This design comes from an exercise in tuning for small area, a short achievable clock period and few clock cycles per item on the open sky130 flow, not from production work. The RTL was checked by simulation tests, not by an equivalence proof against the original design. Power and IR drop assume default switching activity.

==> flow/design.v <==
package peTypes;
  localparam int dataWidth = 8;
  localparam int bufferDepth = 256;
  localparam int addressWidth = 8;
  localparam int requesterCount = 4;
  localparam logic [addressWidth-1:0] outputBase = 8'd128;
  localparam logic [dataWidth-1:0] opPool = 8'd2;
  localparam logic [dataWidth-1:0] opRelu = 8'd3;
  localparam int inputCredits = 2;
  localparam int outputCredits = 4;
  localparam logic signed [dataWidth-1:0] mostNegative = 8'sh80;
  typedef struct packed {
    logic valid;
    logic [dataWidth-1:0] data;
  } streamByte;
  typedef struct packed {
    logic valid;
    logic write;
    logic [addressWidth-1:0] address;
    logic [dataWidth-1:0] data;
  } bufferRequest;
  typedef struct packed {
    logic [7:0] opcode;
    logic [7:0] channels;
    logic [7:0] outRows;
    logic [7:0] outCols;
    logic [7:0] windowRows;
    logic [7:0] windowCols;
    logic [7:0] rowStride;
    logic [7:0] colStride;
    logic [15:0] inRows;
    logic [15:0] inCols;
    logic [15:0] inputSize;
    logic [15:0] outputSize;
  } layerConfig;
endpackage
`timescale 1ns/1ps
module poolReluPE (
  input logic clock,
  input logic reset,
  input logic inValid,
  input logic [7:0] inData,
  output logic inCredit,
  output logic outValid,
  output logic [7:0] outData,
  input logic outCreditReturn
);
  logic [7:0] fifo0, fifo1;
  logic wrPtr, rdPtr;
  logic [1:0] fifoCount;
  logic pop;
  logic [7:0] x;
  assign x = rdPtr ? fifo1 : fifo0;
  always_ff @(posedge clock) begin
    if (inValid && !wrPtr) fifo0 <= inData;
    if (inValid && wrPtr) fifo1 <= inData;
  end
  always_ff @(posedge clock) begin
    if (reset) begin
      wrPtr <= 1'b0;
      rdPtr <= 1'b0;
      fifoCount <= 2'd0;
      inCredit <= 1'b0;
    end else begin
      if (inValid) wrPtr <= !wrPtr;
      if (pop) rdPtr <= !rdPtr;
      fifoCount <= fifoCount + 2'(inValid) - 2'(pop);
      inCredit <= pop;
    end
  end
  typedef enum logic [1:0] {
    waitOpcode,
    readDims,
    streamData
  } parserState;
  parserState state;
  logic isRelu;
  logic [2:0] dimIndex;
  logic [7:0] chM1, oRM1, oCM1, wRM1, wCM1, sRM1, sCM1;
  logic fast;
  logic lastDim;
  logic [7:0] xM1;
  logic [9:0] threeS;
  assign xM1 = x - 8'd1;
  assign threeS = {2'b0, x} + {1'b0, x, 1'b0};
  assign lastDim = isRelu ? dimIndex == 3'd2 : dimIndex == 3'd6;
  logic [7:0] rLo, rHi, rPh, rCd;
  logic [7:0] cLo, cHi, cPh, cCd;
  logic [7:0] chan;
  logic [5:0] rowBase;
  logic [1:0] slotLo, slotHi;
  logic rowOpens, rowCloses, rowCovered, rowEnd;
  logic colOpens, colCloses, colCovered, colEnd;
  logic chanEnd;
  assign rowOpens = rPh == 8'd0;
  assign rowCloses = rCd == 8'd0;
  assign rowCovered = rLo <= rHi;
  assign rowEnd = rowCloses && rLo == oRM1;
  assign colOpens = cPh == 8'd0;
  assign colCloses = cCd == 8'd0;
  assign colCovered = cLo <= cHi;
  assign colEnd = colCloses && cLo == oCM1;
  assign chanEnd = chan == chM1;
  logic signed [7:0] acc [3];
  logic signed [7:0] accNew [3];
  logic signed [7:0] xs;
  assign xs = (isRelu && x[7]) ? 8'sd0 : x;
  always_comb begin
    for (int j = 0; j < 3; j++) begin
      if (colOpens && slotHi == 2'(j)) accNew[j] = xs;
      else accNew[j] = (xs > acc[j]) ? xs : acc[j];
    end
  end
  logic [7:0] pk;           
  logic [7:0] pc;
  logic slowLastPc;
  logic wantItem;
  logic byteDone;
  logic loadItem;
  logic s2Ready;
  logic dataByte;
  assign pc = fast ? cLo : cLo + pk;
  assign slowLastPc = pc == cHi;
  assign dataByte = state == streamData && fifoCount != 2'd0;
  assign wantItem = rowCovered && (fast ? colCloses : colCovered);
  assign loadItem = dataByte && wantItem && s2Ready;
  assign byteDone = !wantItem || (s2Ready && (fast || slowLastPc));
  assign pop = fifoCount != 2'd0 && (state != streamData || byteDone);
  logic iv;
  logic signed [7:0] ival;
  logic [5:0] iaddr;
  logic [7:0] icnt;
  logic ifirst;
  logic ilast;
  logic [2:0] credits;
  logic signed [7:0] mem [64];
  logic signed [7:0] old;
  logic signed [7:0] newv;
  logic doEmit;
  logic advance;
  assign old = mem[iaddr];
  assign newv = (icnt == 8'd0 && ifirst) ? ival : ((ival > old) ? ival : old);
  assign doEmit = iv && ilast;
  assign advance = iv && (!ilast || credits != 3'd0);
  assign s2Ready = !iv || (advance && icnt == 8'd0);
  always_ff @(posedge clock) begin
    if (advance && !ilast) mem[iaddr] <= newv;
  end
  always_ff @(posedge clock) begin
    outData <= newv;
  end
  always_ff @(posedge clock) begin
    if (reset) begin
      iv <= 1'b0;
      outValid <= 1'b0;
      credits <= 3'd4;
    end else begin
      outValid <= advance && ilast;
      credits <= credits - 3'(advance && ilast) + 3'(outCreditReturn);
      if (loadItem) begin
        iv <= 1'b1;
      end else if (advance && icnt == 8'd0) begin
        iv <= 1'b0;
      end
    end
  end
  always_ff @(posedge clock) begin
    if (loadItem) begin
      ival <= fast ? accNew[slotLo] : xs;
      iaddr <= rowBase + pc[5:0];
      icnt <= rHi - rLo;
      ifirst <= rowOpens && (fast || (slowLastPc && colOpens));
      ilast <= rowCloses && (fast || (pk == 8'd0 && colCloses));
    end else if (advance) begin
      icnt <= icnt - 8'd1;
      iaddr <= iaddr + oCM1[5:0] + 6'd1;
      ilast <= 1'b0;
    end
  end
  always_ff @(posedge clock) begin
    if (reset) begin
      state <= waitOpcode;
    end else if (pop) begin
      case (state)
        waitOpcode: begin
          if (x == 8'd2 || x == 8'd3) state <= readDims;
        end
        readDims: begin
          if (lastDim) state <= streamData;
        end
        default: begin
          if (colEnd && rowEnd && chanEnd) state <= waitOpcode;
        end
      endcase
    end
  end
  always_ff @(posedge clock) begin
    if (pop && state == waitOpcode) begin
      isRelu <= x[0];
      dimIndex <= 3'd0;
      wRM1 <= 8'd0;
      wCM1 <= 8'd0;
      sRM1 <= 8'd0;
      sCM1 <= 8'd0;
      fast <= 1'b1;
    end
    if (pop && state == readDims) begin
      dimIndex <= dimIndex + 3'd1;
      if (isRelu) begin
        case (dimIndex)
          3'd0: oRM1 <= xM1;
          3'd1: oCM1 <= xM1;
          default: chM1 <= xM1;
        endcase
      end else begin
        case (dimIndex)
          3'd0: chM1 <= xM1;
          3'd1: oRM1 <= xM1;
          3'd2: oCM1 <= xM1;
          3'd3: wRM1 <= xM1;
          3'd4: wCM1 <= xM1;
          3'd5: sRM1 <= xM1;
          default: begin
            sCM1 <= xM1;
            fast <= {2'b0, wCM1} < threeS;
          end
        endcase
      end
    end
  end
  always_ff @(posedge clock) begin
    if (pop && state == readDims && lastDim) begin
      chan <= 8'd0;
    end else if (pop && state == streamData && colEnd && rowEnd) begin
      chan <= chan + 8'd1;
    end
  end
  always_ff @(posedge clock) begin
    if ((pop && state == readDims && lastDim) ||
        (pop && state == streamData && colEnd && rowEnd)) begin
      rLo <= 8'd0;
      rHi <= 8'd0;
      rPh <= 8'd0;
      rCd <= wRM1;
      rowBase <= 6'd0;
    end else if (pop && state == streamData && colEnd) begin
      if (rHi != oRM1 && rPh == sRM1) begin
        rHi <= rHi + 8'd1;
        rPh <= 8'd0;
      end else if (rHi == oRM1) begin
        rPh <= 8'd1;
      end else begin
        rPh <= rPh + 8'd1;
      end
      if (rowCloses) begin
        rLo <= rLo + 8'd1;
        rCd <= sRM1;
        rowBase <= rowBase + oCM1[5:0] + 6'd1;
      end else begin
        rCd <= rCd - 8'd1;
      end
    end
  end
  always_ff @(posedge clock) begin
    if ((pop && state == readDims && lastDim) || (pop && state == streamData && colEnd)) begin
      cLo <= 8'd0;
      cHi <= 8'd0;
      cPh <= 8'd0;
      cCd <= wCM1;
      slotLo <= 2'd0;
      slotHi <= 2'd0;
    end else if (pop && state == streamData) begin
      if (cHi != oCM1 && cPh == sCM1) begin
        cHi <= cHi + 8'd1;
        cPh <= 8'd0;
        slotHi <= (slotHi == 2'd2) ? 2'd0 : slotHi + 2'd1;
      end else if (cHi == oCM1) begin
        cPh <= 8'd1;
      end else begin
        cPh <= cPh + 8'd1;
      end
      if (colCloses) begin
        cLo <= cLo + 8'd1;
        cCd <= sCM1;
        slotLo <= (slotLo == 2'd2) ? 2'd0 : slotLo + 2'd1;
      end else begin
        cCd <= cCd - 8'd1;
      end
    end
  end
  always_ff @(posedge clock) begin
    if (reset || pop) begin
      pk <= 8'd0;
    end else if (loadItem) begin
      pk <= pk + 8'd1;
    end
  end
  always_ff @(posedge clock) begin
    if (dataByte && byteDone) begin
      for (int j = 0; j < 3; j++) acc[j] <= accNew[j];
    end
  end
endmodule
==> flow/run.sh <==
#!/bin/bash
# synth_recipe.tcl (not shown) runs the flow's synth.tcl, then flattens the netlist and writes it again
# the make line also repeats each setting of config.mk as NAME=value (left out here)
make -C /OpenROAD-flow-scripts/flow DESIGN_CONFIG=/design/flow/config.mk WORK_HOME=/design/flow/orfs CLKGATE_MAP_FILE= SYNTH_SCRIPT=/design/flow/synth_recipe.tcl finish
==> flow/config.mk <==
export PLATFORM = sky130hd
export DESIGN_NAME = poolReluPE
export DESIGN_NICKNAME = poolReluPE
export VERILOG_FILES = /design/flow/design.v
export SDC_FILE = /design/flow/constraint.sdc
export NUM_CORES = 4
export LEC_CHECK = 0
export ABC_CLOCK_PERIOD_IN_PS = 4000
export CAP_MARGIN = 20
export CORE_MARGIN = 2
export CORE_UTILIZATION = 40
export SLEW_MARGIN = 20
==> flow/constraint.sdc <==
create_clock -name core_clock -period 15.0 [get_ports {clock}]
set_input_delay 3.0000 -clock core_clock [delete_from_list [all_inputs] [get_ports {clock}]]
set_output_delay 3.0000 -clock core_clock [all_outputs]
set_load 0.01 [all_outputs]
==> results of run 1 <==
-- worst max path at each step --
stage	from	end	slack (ns)	cells past startpoint
after floorplan	register	mem[0][0]	9.95	15
after global placement	register	mem[42][7]	8.51	14
after detailed placement	register	mem[12][5]	8.41	14
after CTS	register	mem[42][5]	8.41	14
after global routing	register	mem[42][5]	8.26	14
final	register	mem[43][5]	8.61	14
-- layer usage --
layer	vias to the layer above	part of all wire [%]	track usage [%]
li1	9326	-	-
met1	10356	42	23.7
met2	618	50	31.8
met3	142	5.4	3.02
met4	0	2.5	4.89
met5	-	0	0
-- critical path, delay by kind of cell, from the launching register on --
| family | cells | cell delay, ns |
|---|---|---|
| compound gates | 5 | 0.73 |
| flops | 1 | 0.89 |
| mux | 4 | 2.20 |
| buf+inv | 2 | 1.01 |
| simple gates | 2 | 0.91 |
| fa+ha+maj | 1 | 0.24 |
-- final cells by class --
class	count	area [um^2]
Timing Repair Buffer	52	447
Fill cell	7486	46600
Clock inverter	31	367
Inverter	128	480
Antenna cell	1	2.50
Multi-Input combinational cell	1428	12400
Sequential cell	753	21300
Tap cell	1144	1430
Clock buffer	112	2210
-- power groups by stage --
stage          logic [mW]  clock network [mW]  registers (mW)
2_1_floorplan       0.325                   0            2.33
3_3_place_gp        0.438                   0            2.34
3_5_place_dp        0.454                   0            2.34
4_1_cts             0.456                1.97            2.30
5_1_grt             0.514                2.06            2.30
6_report            0.459                1.94            2.30
-- cells by family after synthesis --
kind of cell    count (synthesis)
mux                           221
simple gates                  575
compound gates                369
flops                         753
fa+ha+maj                     129
xor+xnor                      134
buf+inv                       229
-- metrics by stage --
stage | utilization [%] | cell area [um^2] | power [mW]
2_1_floorplan | - | 34500 | 2.65
3_3_place_gp | 42.2 | 36000 | 2.78
3_5_place_dp | 42.2 | 36000 | 2.80
4_1_cts | 45.2 | 38600 | 4.73
5_1_grt | 45.3 | 38600 | 4.87
6_report | 45.3 | 38600 | 4.70
-- cells in the final DEF, fill, tap and decap left out, types with 20 or more instances in the layout --
| cell type | synthesis | final |
|---|---|---|
| xnor2_1 | 68 | 68 |
| inv_1 | 125 | 125 |
| mux2i_1 | 27 | 27 |
| clkbuf_16 | 0 | 82 |
| a21oi_1 | 95 | 95 |
| xor2_1 | 66 | 66 |
| nor4_1 | 30 | 30 |
| buf_4 | 1 | 30 |
| o211ai_1 | 20 | 20 |
| mux4_2 | 168 | 168 |
| nor3_1 | 20 | 20 |
| o21ai_0 | 142 | 142 |
| ha_1 | 122 | 122 |
| nor2_1 | 165 | 147 |
| nand4_1 | 25 | 25 |
| dfxtp_1 | 133 | 130 |
| or3_1 | 34 | 33 |
| edfxtp_1 | 620 | 620 |
| nand3_1 | 84 | 84 |
| clkdlybuf4s50_1 | 0 | 21 |
| clkbuf_1 | 72 | 25 |
| nand2_1 | 114 | 114 |
==> run notes, run 1 <==
Min Tclk post-route -> 6.39 ns
Cts hold-fix bufs -> 0
Via count -> 20442
# rows -> 107
Complex-gate fraction of the synthesized area -> 6.57%
H-tree levels -> 3
Seq pwr share -> 48.9%
Crit-path max cell delay -> 0.93 ns
Worst skew pair latency -> 0.63 ns
CTS resizes -> 0
Cell with the most instances after synthesis -> edfxtp_1
Final global-route overflow total -> 0
Hold Startpoint -> wRM1[0]
Ys Warns -> 3
Setup violators final -> 0
Data arrival, critical path -> 6.71 ns
Syn Inst Count -> 2410
Mean Syn Cell Area -> 14.3 um^2
WHS Path Cells -> 2
Yosys top cell area share -> 54.0%
Seq cells post-synth -> 753
Placeable Area -> 85300 um^2
R2r endpoint -> mem[43][5]
Pwr dens -> 122 nW/um^2
Maximum vdd ir drop -> 0.0815 mV
Area Growth Syn to Fin -> 12.0%
Placed instance count -> 3503
Actual slew at the worst max-slew pin -> 1.14 ns
DIE WIDTH -> 298 um
CTS buffer count -> 78
Ys async rst share -> 0%
Initial antenna violation count -> 0
Post-CTS setup buffers -> 0
Hold WS -> 0.483 ns
Biggest regs -> mem (512), acc (24)
Synth Area in XOR/XNOR -> 3.40%
Startpoint types -> register
Post-synthesis mux area share -> 12.6%
Crit share post-route -> 42.6%
Largest family of logic cells by synthesized area -> multiplexers
Switching Fraction -> 23.9%
Outcome -> finished clean
RSZ-0062 raised after global routing -> false
Clock Power Share -> 41.4%
Buffers on Ports -> 21
Worst R2R Path Depth -> 14
Max Slew Vio Count -> 0
Final nets -> 2582
Num Clock Sinks -> 753
Critical path endpoint category -> register
Share of layout cells above drive strength 1 -> 15.1%
Simple-gate portion of the synthesized area -> 8.35%
# IOs -> 22
Largest register FFs -> 512
Register area share after synthesis -> 61.7%
Non-filler cells, final -> 3649
Yosys top cell by area -> edfxtp_1
Crit path required time -> 15.32 ns
ANT nets after route -> 0
Area of the die -> 88600 um^2
First-pass GRT wire length -> 125 mm
Leakage power -> 13.1 nW
Synth area leaders -> edfxtp_1, mux4_2, dfxtp_1, ha_1, o21ai_0
TritonCTS clock tree -> done
Syn_nets -> 2551
Number of global-route vias before repair -> 20611
Dominant register cell in the synthesized netlist -> edfxtp_1
Largest net degree at the start of global routing -> 75
Slowest cell on the critical path -> buf_4
Worst Hold End -> wRM1[0]
RePlAce Congestion -> 0.880
Number of flops mapped to enable cells by yosys -> 620
Reg2reg setup slack -> 8.61 ns
Clk_skew -> 0.0308 ns
FMAX -> 0.157 GHz
Worst setup path class -> register to register
DR DRC count -> 0
Switching power -> 1.12 mW
Pre-CTS setup slack -> 8.41 ns
Logic pwr share -> 9.8%
Routed wire length -> 81.1 mm
Post-synthesis adder-cell area fraction -> 4.83%
Slew HR -> 23.8%
Synth Cell Area -> 34500 um^2
Initial cell density of the core -> 40.4%
Chip height -> 298 um
Final HPWL DP -> 53.0 mm
Critical path cell sequence -> buf_4 -> mux4_2 -> mux4_2 -> mux4_2 -> inv_1 -> ha_1 -> nor2b_1 -> o21a_1 -> o21a_1 -> o21a_1 -> o21ai_0 -> a21oi_1 -> nor2_1 -> mux2_4
Final Hold Violating Endpoints -> 0
Maximum clock insertion buffer count -> 3
Hold/Removal Path Class -> register to register
Most flops, register -> mem
CTS Root Cell -> clkbuf_16
Post-synthesis cell type count -> 78
Clock slew at reported path FFs -> 0.06 ns
GRT Total Usage -> 18.3%
Starting DRT DRC Count -> 2028
Setup TNS -> 0 ns
Worst setup margin -> 8.61 ns
CP Max Fanout -> 74
DRT Pass-1 Iters -> 6
Drt via density -> 5.60
Max Cap Violations -> 0
Internal power -> 3.58 mW
Drt wl/cell -> 22.2 um
Top cells by count, synth -> edfxtp_1, mux4_2, nor2_1, o21ai_0, dfxtp_1
Testbench counts, summed over its fixed seeds: cycles 9,988, outputs 4,525.
==> inputs of run 2 (changes only) <==
--- a/flow/config.mk
+++ b/flow/config.mk
@@ -5,7 +5,6 @@
 export SDC_FILE = /design/flow/constraint.sdc
 export NUM_CORES = 4
 export LEC_CHECK = 0
-export ABC_CLOCK_PERIOD_IN_PS = 4000
 export CAP_MARGIN = 20
 export CORE_MARGIN = 2
 export CORE_UTILIZATION = 40
==> run 2 against run 1 <==
  * Via count stayed put
  * Sequential power about the same
  * Largest power group unchanged
  * Non-clock buffer count is the same
  * Wire length stayed put
  * Largest cell class unchanged
  * Area after synthesis unchanged
  * Worst hold slack stayed put
  * Clock power about the same
  * Sequential share of layout area unchanged
  * Still clean on timing, DRC and antenna
  * Critical endpoint unchanged
  * Flip-flop and latch count unchanged
  * Global-route usage did not move
==> run notes, run 2 <==
FMAX -> 0.157 GHz (unchanged)
CTS buffer count -> 78 (unchanged)
ANT nets after route -> 0 (unchanged)
Crit-path max cell delay -> 0.93 ns (about the same)
CTS Root Cell -> clkbuf_16 (unchanged)
Switching Fraction -> 23.9% (unchanged)
Buffers on Ports -> 21 (unchanged)
Outcome -> finished clean (unchanged)
Yosys top cell area share -> 54.0% (unchanged)
Final global-route overflow total -> 0 (unchanged)
RePlAce Congestion -> 0.880 (unchanged)
Max Cap Violations -> 0 (unchanged)
Register area -> 21300 um^2 (unchanged)
Largest net degree at the start of global routing -> 75 (unchanged)
Final Hold Violating Endpoints -> 0 (unchanged)
Slowest cell on the critical path -> buf_4 (unchanged)
Most frequent cells in the layout -> edfxtp_1, mux4_2, nor2_1 (unchanged)
Biggest regs -> mem (512), acc (24) (unchanged)
Finished Cell Area -> 38600 um^2 (unchanged)
Routed wire length -> 81.1 mm (unchanged)
Yosys top cell by area -> edfxtp_1 (unchanged)
Chip height -> 298 um (unchanged)
Setup TNS -> 0 ns (unchanged)
Crit share post-route -> 42.6% (unchanged)
Placed Area -> 36000 um^2 (unchanged)
Clock Power Share -> 41.4% (about the same)
Share of layout cells above drive strength 1 -> 15.1% (unchanged)
Final nets -> 2582 (unchanged)
Num Clock Sinks -> 753 (unchanged)
Critical path endpoint category -> register (unchanged)
Critical path cell sequence -> buf_4 -> mux4_2 -> mux4_2 -> mux4_2 -> inv_1 -> ha_1 -> nor2b_1 -> o21a_1 -> o21a_1 -> o21a_1 -> o21ai_0 -> a21oi_1 -> nor2_1 -> mux2_4 (unchanged)
Min Tclk post-route -> 6.39 ns (unchanged)
Multi-input logic area -> 12400 um^2 (unchanged)
WHS Path Cells -> 2 (unchanged)
DIE WIDTH -> 298 um (unchanged)
Via count -> 20442 (unchanged)
Mean Syn Cell Area -> 14.3 um^2 (unchanged)
Cell with the most instances after synthesis -> edfxtp_1 (unchanged)
First-pass GRT wire length -> 125 mm (unchanged)
Cts hold-fix bufs -> 0 (unchanged)
CTS resizes -> 0 (unchanged)
DR DRC count -> 0 (unchanged)
Post-synthesis cell type count -> 78 (unchanged)
Hold Startpoint -> wRM1[0] (unchanged)
Maximum clock insertion buffer count -> 3 (unchanged)
Final HPWL DP -> 53.0 mm (unchanged)
GRT Total Usage -> 18.3% (unchanged)
Data arrival, critical path -> 6.71 ns (about the same)
TritonCTS clock tree -> done (unchanged)
Actual slew at the worst max-slew pin -> 1.14 ns (unchanged)
Logic pwr share -> 9.8% (about the same)
Worst setup path class -> register to register (unchanged)
Clk_skew -> 0.0308 ns (unchanged)
Worst skew pair latency -> 0.63 ns (about the same)
Area Growth Syn to Fin -> 12.0% (unchanged)
RSZ-0062 raised after global routing -> false (unchanged)
Internal power -> 3.58 mW (unchanged)
Switching power -> 1.12 mW (unchanged)
Clock slew at reported path FFs -> 0.06 ns (about the same)
Initial antenna violation count -> 0 (unchanged)
Pwr Total -> 4.70 mW (unchanged)
R2r endpoint -> mem[43][5] (unchanged)
Pre-CTS setup slack -> 8.41 ns (unchanged)
# rows -> 107 (unchanged)
Startpoint types -> register (unchanged)
Synth Cell Area -> 34500 um^2 (unchanged)
Worst Hold End -> wRM1[0] (unchanged)
Fillcell total -> 7486 (unchanged)
Most flops, register -> mem (unchanged)
Most common cell after layout, fill and taps aside -> edfxtp_1 (unchanged)
Ys async rst share -> 0% (unchanged)
Syn_nets -> 2551 (unchanged)
Top cells by count, synth -> edfxtp_1, mux4_2, nor2_1, o21ai_0, dfxtp_1 (unchanged)
Syn Inst Count -> 2410 (unchanged)
Placeable Area -> 85300 um^2 (unchanged)
H-tree levels -> 3 (unchanged)
Reg2reg setup slack -> 8.61 ns (about the same)
Post-CTS setup buffers -> 0 (unchanged)
Slew HR -> 23.8% (unchanged)
Number of global-route vias before repair -> 20611 (unchanged)
Initial cell density of the core -> 40.4% (unchanged)
Maximum vdd ir drop -> 0.0815 mV (unchanged)
# IOs -> 22 (unchanged)
Setup violators final -> 0 (unchanged)
Seq cells post-synth -> 753 (unchanged)
Pwr dens -> 122 nW/um^2 (unchanged)
Starting DRT DRC Count -> 2028 (unchanged)
Max Slew Vio Count -> 0 (unchanged)
Register area share after synthesis -> 61.7% (unchanged)
Drt via density -> 5.60 (unchanged)
DRT Pass-1 Iters -> 6 (unchanged)
Leakage power -> 13.1 nW (unchanged)
Largest register FFs -> 512 (unchanged)
Worst R2R Path Depth -> 14 (unchanged)
Dominant register cell in the synthesized netlist -> edfxtp_1 (unchanged)
Number of flops mapped to enable cells by yosys -> 620 (unchanged)
Seq pwr share -> 48.9% (about the same)
Crit path required time -> 15.32 ns (about the same)
CP Max Fanout -> 74 (unchanged)
Area of the die -> 88600 um^2 (unchanged)
Synth area leaders -> edfxtp_1, mux4_2, dfxtp_1, ha_1, o21ai_0 (unchanged)
Ys Warns -> 3 (unchanged)
Hold/Removal Path Class -> register to register (unchanged)
Worst setup margin -> 8.61 ns (unchanged)
Drt wl/cell -> 22.2 um (unchanged)
-- run 2: cell counts in the layout (fill, tap and decap cells not counted) --
No cell type changed its count.
-- run 2: cells by family after synthesis --
kind of cell	count (synthesis)	synth area share [%]
buffers and inverters	229	2.55
and+or+nand+nor	575	8.35
xor gates and xnor gates	134	3.40
adders and majority gates	129	4.83
DFF	753	61.7
AOI/OAI and AO/OA	369	6.57
muxes	221	12.6
-- run 2: worst max path at each step --
| stage | from | cells after the start | slack (ns) | to |
|---|---|---|---|---|
| floorplan | register | 15 | 9.95 | mem[0][0] |
| global placement | register | 14 | 8.51 | mem[42][7] |
| detailed placement | register | 14 | 8.41 | mem[12][5] |
| CTS | register | 14 | 8.41 | mem[42][5] |
| global route | register | 14 | 8.26 | mem[42][5] |
| finish | register | 14 | 8.61 | mem[43][5] |
-- run 2: worst max-delay path: cells and delay by family (launching register included) --
family          cells  cell delay (ns)
compound gates      5             0.73
fa+ha+maj           1             0.24
buf+inv             2             1.01
flops               1             0.89
mux                 4             2.20
simple gates        2             0.91
-- run 2: per-stage QoR --
| step | std cells | util [%] | hold slack (ns) |
|---|---|---|---|
| finish | 3649 | 45.3 | 0.483 |
| global route | 3648 | 45.3 | 0.512 |
| detailed placement | 3503 | 42.2 | 0.474 |
| CTS | 3646 | 45.2 | 0.487 |
| global placement | 3503 | 42.2 | 0.456 |
| floorplan | 2410 | - | 0.438 |
-- run 2: cell type report --
| type | count | area share [%] |
|---|---|---|
| antenna | 1 | 0.00647 |
| sequential | 753 | 55.1 |
| inverter | 128 | 1.24 |
| clock buffer | 112 | 5.73 |
| clock inverter | 31 | 0.949 |
| timing repair buffer | 52 | 1.16 |
| multi-input combinational | 1428 | 32.1 |
| tap | 1144 | 3.70 |
-- run 2: power groups by stage --
stage,registers (mW),clock network [mW],logic [mW]
3_5_place_dp,2.34,0,0.454
6_report,2.30,1.94,0.459
2_1_floorplan,2.33,0,0.325
4_1_cts,2.30,1.97,0.456
5_1_grt,2.30,2.06,0.514
3_3_place_gp,2.34,0,0.438
-- run 2: layer usage --
metal / track usage (%) / vias up / routed length, um
met5: 0 / - / 0
met4: 4.89 / 0 / 2070
met3: 3.02 / 142 / 4370
met2: 31.8 / 618 / 40900
met1: 23.7 / 10356 / 33800
li1: - / 9326 / -
==> inputs of run 3 (changes only) <==
--- a/flow/config.mk
+++ b/flow/config.mk
@@ -5,7 +5,7 @@
 export SDC_FILE = /design/flow/constraint.sdc
 export NUM_CORES = 4
 export LEC_CHECK = 0
-export CAP_MARGIN = 20
+export CAP_MARGIN = 50
 export CORE_MARGIN = 2
 export CORE_UTILIZATION = 40
-export SLEW_MARGIN = 20
+export SLEW_MARGIN = 70
==> run 3 against run 2 <==
  * Register-to-register slack better by 0.78 ns
  * Largest cell class unchanged
  * Highest routed layer unchanged
  * Via count is 1.6% higher
  * Global-route usage up 0.19 points
  * Flip-flop and latch count is the same
  * Die area is the same
  * Still clean
==> run notes, run 3 <==
ANT nets after route -> 0 (unchanged)
GRT Total Usage -> 18.5% (was 18.3%)
Post-CTS setup buffers -> 0 (unchanged)
Top cells by count, synth -> edfxtp_1, mux4_2, nor2_1, o21ai_0, dfxtp_1 (unchanged)
Actual slew at the worst max-slew pin -> 0.464 ns (was 1.14 ns)
Chip height -> 298 um (unchanged)
Synth area leaders -> edfxtp_1, mux4_2, dfxtp_1, ha_1, o21ai_0 (unchanged)
DIE WIDTH -> 298 um (unchanged)
Register area share after synthesis -> 61.7% (unchanged)
Yosys top cell area share -> 54.0% (unchanged)
Largest family of logic cells by synthesized area -> multiplexers (unchanged)
Biggest regs -> mem (512), acc (24) (unchanged)
# rows -> 107 (unchanged)
Max Cap Violations -> 0 (unchanged)
DR DRC count -> 0 (unchanged)
Largest register FFs -> 512 (unchanged)
Outcome -> finished clean (unchanged)
Final HPWL DP -> 55.8 mm (was 53.0 mm)
Startpoint types -> register (unchanged)
Pwr Total -> 4.89 mW (was 4.70 mW)
Leakage power -> 13.7 nW (was 13.1 nW)
Crit path required time -> 15.35 ns (was 15.32 ns)
Yosys top cell by area -> edfxtp_1 (unchanged)
Slew HR -> 69.0% (was 23.8%)
Complex-gate fraction of the synthesized area -> 6.57% (unchanged)
Setup violators final -> 0 (unchanged)
Drt via density -> 5.57 (was 5.60)
CTS Root Cell -> clkbuf_16 (unchanged)
Placeable Area -> 85300 um^2 (unchanged)
First-pass GRT wire length -> 126 mm (was 125 mm)
Post-synthesis adder-cell area fraction -> 4.83% (unchanged)
Dominant register cell in the synthesized netlist -> edfxtp_1 (unchanged)
Hold/Removal Path Class -> register to register (unchanged)
H-tree levels -> 3 (unchanged)
Syn Inst Count -> 2410 (unchanged)
Area Growth Syn to Fin -> 17.5% (was 12.0%)
Inserted Diodes -> 0 (was 1)
Post-synthesis mux area share -> 12.6% (unchanged)
R2r endpoint -> mem[40][5] (was mem[43][5])
CP Max Fanout -> 48 (was 74)
Buffers on Ports -> 21 (unchanged)
Final nets -> 2655 (was 2582)
Most frequent cells in the layout -> edfxtp_1, mux4_2, o21ai_0 (was edfxtp_1, mux4_2, nor2_1)
Ys Warns -> 3 (unchanged)
RSZ-0062 raised after global routing -> false (unchanged)
Worst R2R Path Depth -> 19 (was 14)
Worst Hold End -> wRM1[2] (was wRM1[0])
Syn_nets -> 2551 (unchanged)
Post-synthesis cell type count -> 78 (unchanged)
Clk_skew -> 0.0291 ns (was 0.0308 ns)
Area of the die -> 88600 um^2 (unchanged)
Seq cells post-synth -> 753 (unchanged)
CTS buffer count -> 80 (was 78)
Maximum clock insertion buffer count -> 3 (unchanged)
Largest net degree at the start of global routing -> 66 (was 75)
CTS resizes -> 0 (unchanged)
Critical path endpoint category -> register (unchanged)
Initial antenna violation count -> 1 (was 0)
Synth Area in XOR/XNOR -> 3.40% (unchanged)
Min Tclk post-route -> 5.60 ns (was 6.39 ns)
Final global-route overflow total -> 0 (unchanged)
Crit share post-route -> 37.4% (was 42.6%)
Starting DRT DRC Count -> 1855 (was 2028)
Number of global-route vias before repair -> 20695 (was 20611)
Most common cell after layout, fill and taps aside -> edfxtp_1 (unchanged)
WHS Path Cells -> 2 (unchanged)
Via count -> 20759 (was 20442)
Clock slew at reported path FFs -> 0.06 ns (about the same)
TritonCTS clock tree -> done (unchanged)
Synth Cell Area -> 34500 um^2 (unchanged)
Initial cell density of the core -> 40.4% (unchanged)
Simple-gate portion of the synthesized area -> 8.35% (unchanged)
Hold Startpoint -> wRM1[2] (was wRM1[0])
Register area -> 21300 um^2 (about the same)
FMAX -> 0.178 GHz (was 0.157 GHz)
Cts hold-fix bufs -> 0 (unchanged)
Maximum vdd ir drop -> 0.0974 mV (was 0.0815 mV)
Data arrival, critical path -> 5.96 ns (was 6.71 ns)
Final Hold Violating Endpoints -> 0 (unchanged)
DRT Pass-1 Iters -> 5 (was 6)
Ys async rst share -> 0% (unchanged)
Share of layout cells above drive strength 1 -> 22.4% (was 15.1%)
Cell with the most instances after synthesis -> edfxtp_1 (unchanged)
Fillcell total -> 7216 (was 7486)
Worst skew pair latency -> 0.64 ns (was 0.63 ns)
Max Slew Vio Count -> 0 (unchanged)
RePlAce Congestion -> 0.880 (unchanged)
Worst setup path class -> register to register (unchanged)
Multi-input logic area -> 13300 um^2 (was 12400 um^2)
Setup TNS -> 0 ns (unchanged)
Reg2reg setup slack -> 9.40 ns (was 8.61 ns)
Drt wl/cell -> 22.1 um (was 22.2 um)
Pwr dens -> 121 nW/um^2 (was 122 nW/um^2)
Num Clock Sinks -> 753 (unchanged)
Routed wire length -> 82.5 mm (was 81.1 mm)
Number of flops mapped to enable cells by yosys -> 620 (unchanged)
Most flops, register -> mem (unchanged)
# IOs -> 22 (unchanged)
Mean Syn Cell Area -> 14.3 um^2 (unchanged)
==> run 3: cell families (layout without fill, tap and decap cells) <==
group / after synthesis / after routing
compound gates: 369 / 369
xor+xnor: 134 / 134
fa+ha+maj: 129 / 129
buf+inv: 229 / 401
flops: 753 / 753
mux: 221 / 221
simple gates: 575 / 575
==> run 3: per-stage QoR <==
stage	hold WS [ns]	cell area, um^2	utilization [%]	setup WS (ns)	std cells
6_report	0.482	40500	47.5	9.40	3726
5_1_grt	0.513	40500	47.5	9.12	3726
3_3_place_gp	0.456	36000	42.2	8.51	3503
3_5_place_dp	0.471	37500	43.9	9.46	3564
4_1_cts	0.484	40300	47.2	9.45	3714
2_1_floorplan	0.438	34500	-	9.95	2410
==> run 3: critical path: stages (launching register included) <==
cell,delay (ns)
dfxtp_4,0.52
buf_16,0.20
buf_16,0.17
buf_8,0.20
buf_12,0.23
mux4_2,0.52
mux4_2,0.52
mux4_2,0.51
inv_1,0.08
ha_1,0.25
nor2b_1,0.16
o21a_1,0.17
o21a_1,0.16
o21a_1,0.16
o21ai_0,0.16
a21oi_1,0.13
nor2_4,0.28
buf_6,0.19
mux2_8,0.43
buf_12,0.20
==> run 3: worst max-delay path by stage <==
stage                        start          to  slack, ns  cells past startpoint
after floorplan           register   mem[0][0]       9.95                     15
after global placement    register  mem[42][7]       8.51                     14
after detailed placement  register  mem[43][5]       9.46                     18
after CTS                 register  mem[40][5]       9.45                     18
after global routing      register  mem[41][5]       9.12                     19
final                     register  mem[40][5]       9.40                     19
==> run 3: layout make-up <==
type | instances | share of cell area (%)
Inverter | 128 | 1.19
Multi-Input combinational cell | 1428 | 32.9
Timing Repair Buffer | 123 | 2.82
Clock inverter | 52 | 1.55
Sequential cell | 753 | 52.6
Clock buffer | 98 | 5.41
Tap cell | 1144 | 3.53
==> run 3: where the power goes <==
group	total [mW]	leakage (nW)	internal [mW]	switching [mW]
combinational	0.506	5.68	0.191	0.315
clock	2.08	1.38	1.23	0.850
sequential	2.30	6.66	2.27	0.0276
==> run 3: metal layers <==
| metal | GRT usage (%) | up-vias | routed length [um] |
|---|---|---|---|
| met3 | 2.73 | 141 | 3980 |
| met4 | 5.50 | 0 | 2180 |
| li1 | - | 9475 | - |
| met2 | 31.8 | 607 | 41700 |
| met5 | 0 | - | 0 |
| met1 | 24.2 | 10536 | 34600 |

separate check: timing with driven ports:
No port has a modelled driver above. Below, the same layouts with a new extraction and two added sets of constraints.
Step 1, drivers: a clkbuf_16 drives clock and a buf_2 each remaining input, both assumed.
Step 2 times the ports against the registers' clock, not the clock port: input delays grow and output delays shrink by t, the midpoint of the rising clock arrivals with the driver on.
Three values: ideal, step 1, step 2; two values: the first two.
run	shift t [ns]	setup slack, ns	worst register clock-pin slew, ns
run 1	0.680	8.611 / 8.611 / 8.611	0.06 / 0.06
run 2	0.680	8.611 / 8.611 / 8.611	0.06 / 0.06
run 3	0.694	9.395 / 9.395 / 9.395	0.06 / 0.06
After both steps every run listed still meets setup and hold.
